From an optimization exercise on the open Yosys and OpenROAD flow, aimed at small area and a short achievable clock period; shortcuts taken in it are not production practice. Power and IR drop assume default switching activity.

==> build 77 <==
## cpu_alu
module cpu_alu #(
    parameter int WIDTH = pkg_cpu_alu::ALU_WIDTH
) (
    input  logic             clk,
    input  logic             rst,
    input  logic             in_valid,
    input  logic [WIDTH-1:0] a,
    input  logic [WIDTH-1:0] b,
    input  logic [3:0]       oper,
    input  logic [3:0]       flags_in,
    output logic             out_valid,
    output logic [WIDTH-1:0] result,
    output logic [3:0]       flags_out
);
==> module cpu_alu_shifter, before the edit <==
module cpu_alu_shifter (
    input  logic [pkg_cpu_alu::ALU_WIDTH-1:0] i_a,
    input  logic [pkg_cpu_alu::ALU_WIDTH-1:0] i_b,
    input  logic [3:0]                i_op,
    input  logic                 i_c,
    output logic [pkg_cpu_alu::ALU_WIDTH-1:0] o_result,
    output logic                 o_c
);
    logic                 w_big;
    logic [4:0]           w_n;
    logic                 w_left;
    logic                 w_rot;
    logic                 w_fill;
    logic [4:0]           w_amt;
    logic [ALU_WIDTH-1:0] w_r [0:5];
    logic [ALU_WIDTH-1:0] w_ge;
    logic [ALU_WIDTH-1:0] w_keep;
    assign w_big  = |i_b[ALU_WIDTH-1:5];
    assign w_n    = i_b[4:0];
    assign w_left = (i_op == OP_LSL) || (i_op == OP_ROL);
    assign w_rot  = (i_op == OP_ROL) || (i_op == OP_ROR);
    assign w_fill = (i_op == OP_ASR) && i_a[ALU_WIDTH-1];
    assign w_amt  = w_left ? 5'd0 - w_n : w_n;
    assign w_r[0] = i_a;
    for (genvar s = 0; s < 5; s++) begin : g_rot
        for (genvar k = 0; k < ALU_WIDTH; k++) begin : g_bit
            cpu_alu_mux2i u_mux (
                .i_s (w_amt[s]),
                .i_0 (w_r[s][k]),
                .i_1 (w_r[s][(k + (1 << s)) % ALU_WIDTH]),
                .o_y (w_r[s+1][k])
            );
        end
    end
    for (genvar k = 0; k < ALU_WIDTH; k++) begin : g_keep
        assign w_ge[k]   = (5'(k) >= w_n);
        assign w_keep[k] = w_rot || (!w_big && (w_left ? w_ge[k] : w_ge[ALU_WIDTH-1-k]));
    end
    assign o_result = (~w_r[5] & w_keep) | ({ALU_WIDTH{w_fill}} & ~w_keep);
    always_comb begin
        if (w_big && !w_rot)
            o_c = w_fill;
        else if (w_n == 5'd0)
            o_c = i_c;
        else
            o_c = w_left ? ~w_r[5][0] : ~w_r[5][ALU_WIDTH-1];
    end
endmodule
==> module cpu_alu_mux2i, before the edit <==
module cpu_alu_mux2i (
    input  logic i_s,
    input  logic i_0,
    input  logic i_1,
    output logic o_y
);
    assign o_y = ~(i_s ? i_1 : i_0);
endmodule
make LEC_CHECK=0 CAP_MARGIN=20 CORE_MARGIN=2 CORE_UTILIZATION=60 SETUP_SLACK_MARGIN=5 SLEW_MARGIN=20 SYNTH_HIERARCHICAL=1 finish   # period 11.0 ns
run.sh (not shown) runs the stock make flow with config.mk's settings and CLKGATE_MAP_FILE= SYNTH_SCRIPT=/design/flow/synth_recipe.tcl, a recipe that flattens the netlist after the stock synthesis.
==> trial 2: changes against build 77 <==
--- a/flow/design.v
+++ b/flow/design.v
@@ -49,37 +49,22 @@
     assign w_amt  = w_left ? 5'd0 - w_n : w_n;
     assign w_r[0] = i_a;
     for (genvar s = 0; s < 5; s++) begin : g_rot
-        for (genvar k = 0; k < ALU_WIDTH; k++) begin : g_bit
-            cpu_alu_mux2i u_mux (
-                .i_s (w_amt[s]),
-                .i_0 (w_r[s][k]),
-                .i_1 (w_r[s][(k + (1 << s)) % ALU_WIDTH]),
-                .o_y (w_r[s+1][k])
-            );
-        end
+        assign w_r[s+1] = w_amt[s] ? {w_r[s][(1<<s)-1:0], w_r[s][ALU_WIDTH-1:(1<<s)]} : w_r[s];
     end
     for (genvar k = 0; k < ALU_WIDTH; k++) begin : g_keep
         assign w_ge[k]   = (5'(k) >= w_n);
         assign w_keep[k] = w_rot || (!w_big && (w_left ? w_ge[k] : w_ge[ALU_WIDTH-1-k]));
     end
-    assign o_result = (~w_r[5] & w_keep) | ({ALU_WIDTH{w_fill}} & ~w_keep);
+    assign o_result = (w_r[5] & w_keep) | ({ALU_WIDTH{w_fill}} & ~w_keep);
     always_comb begin
         if (w_big && !w_rot)
             o_c = w_fill;
         else if (w_n == 5'd0)
             o_c = i_c;
         else
-            o_c = w_left ? ~w_r[5][0] : ~w_r[5][ALU_WIDTH-1];
+            o_c = w_left ? w_r[5][0] : w_r[5][ALU_WIDTH-1];
     end
 endmodule
-module cpu_alu_mux2i (
-    input  logic i_s,
-    input  logic i_0,
-    input  logic i_1,
-    output logic o_y
-);
-    assign o_y = ~(i_s ? i_1 : i_0);
-endmodule
 import pkg_cpu_alu::*;
 module cpu_alu #(
     parameter int WIDTH = pkg_cpu_alu::ALU_WIDTH
SETUP_SLACK_MARGIN = 3   (was 5)
==> qor summary <==
quantity	trial 2	build 77
NonClk Buf Share	12.4%	15.4%
Met3 demand-to-capacity share in global routing	8.34%	12.0%
Initial DRC Count	2763	3469
Post-synthesis share of cell area spent on xor and xnor gates	17.5%	17.6%
Int Power	2080 uW	2310 uW
Total combinational power	4090 uW	4720 uW
Status	no timing/DRC/antenna violations	no timing/DRC/antenna violations
Non-clock inverter count in the final layout	178	179
Number of cells in the finished layout apart from fillers	3065	3137
DR WL/cell	27.6 um	31.3 um
GRT met2 Usage	71.5%	75.8%
Worst-case setup slack after placement	1400 ps	1670 ps
Final hold slack	2470 ps	2480 ps
Final clock period utilization by the worst path	74.2%	76.9%
Post-layout min period	8160 ps	8460 ps
Combinational cell fraction of total power	92.2%	93.7%
Arrival time of data at the critical path endpoint	8360 ps	8650 ps
Floorplan die width	189 um	188 um
Layout overhead on the synthesized area	17.0%	29.0%
Pin count of the biggest net entering global routing	69	78
Routed length on met1	29.7 mm	32.0 mm
Share of total power in the clock network	3.6%	2.6%
No run of this note included a check of the RTL's function; only the layout flow was run.

## separate check: timing with driven ports
No port has a modelled driver above. Below, the same layouts with a new extraction and two added sets of constraints. Step 1, drivers: a clkbuf_16 drives clk and a buf_2 each remaining input, both assumed. Step 2 moves the port delays by t, midway between the first and last clock arrival at a register: inputs arrive t later, outputs are due t later. That takes back most of the time a late clock gives input paths. a / b / c = no drivers / after step 1 / after step 2; a / b = the first two.
run | shift t [ns] | setup slack, ns | cell pins on the clock port's net
build 77 | 0.316 | 2.538 / 2.552 / 2.236 | 1
trial 2 | 0.315 | 2.842 / 2.857 / 2.542 | 1
After both steps setup and hold are still met in every run listed. The setup slack of build 77, which loses most, moves by +0.014 ns with the drivers and by -0.302 ns with both steps.
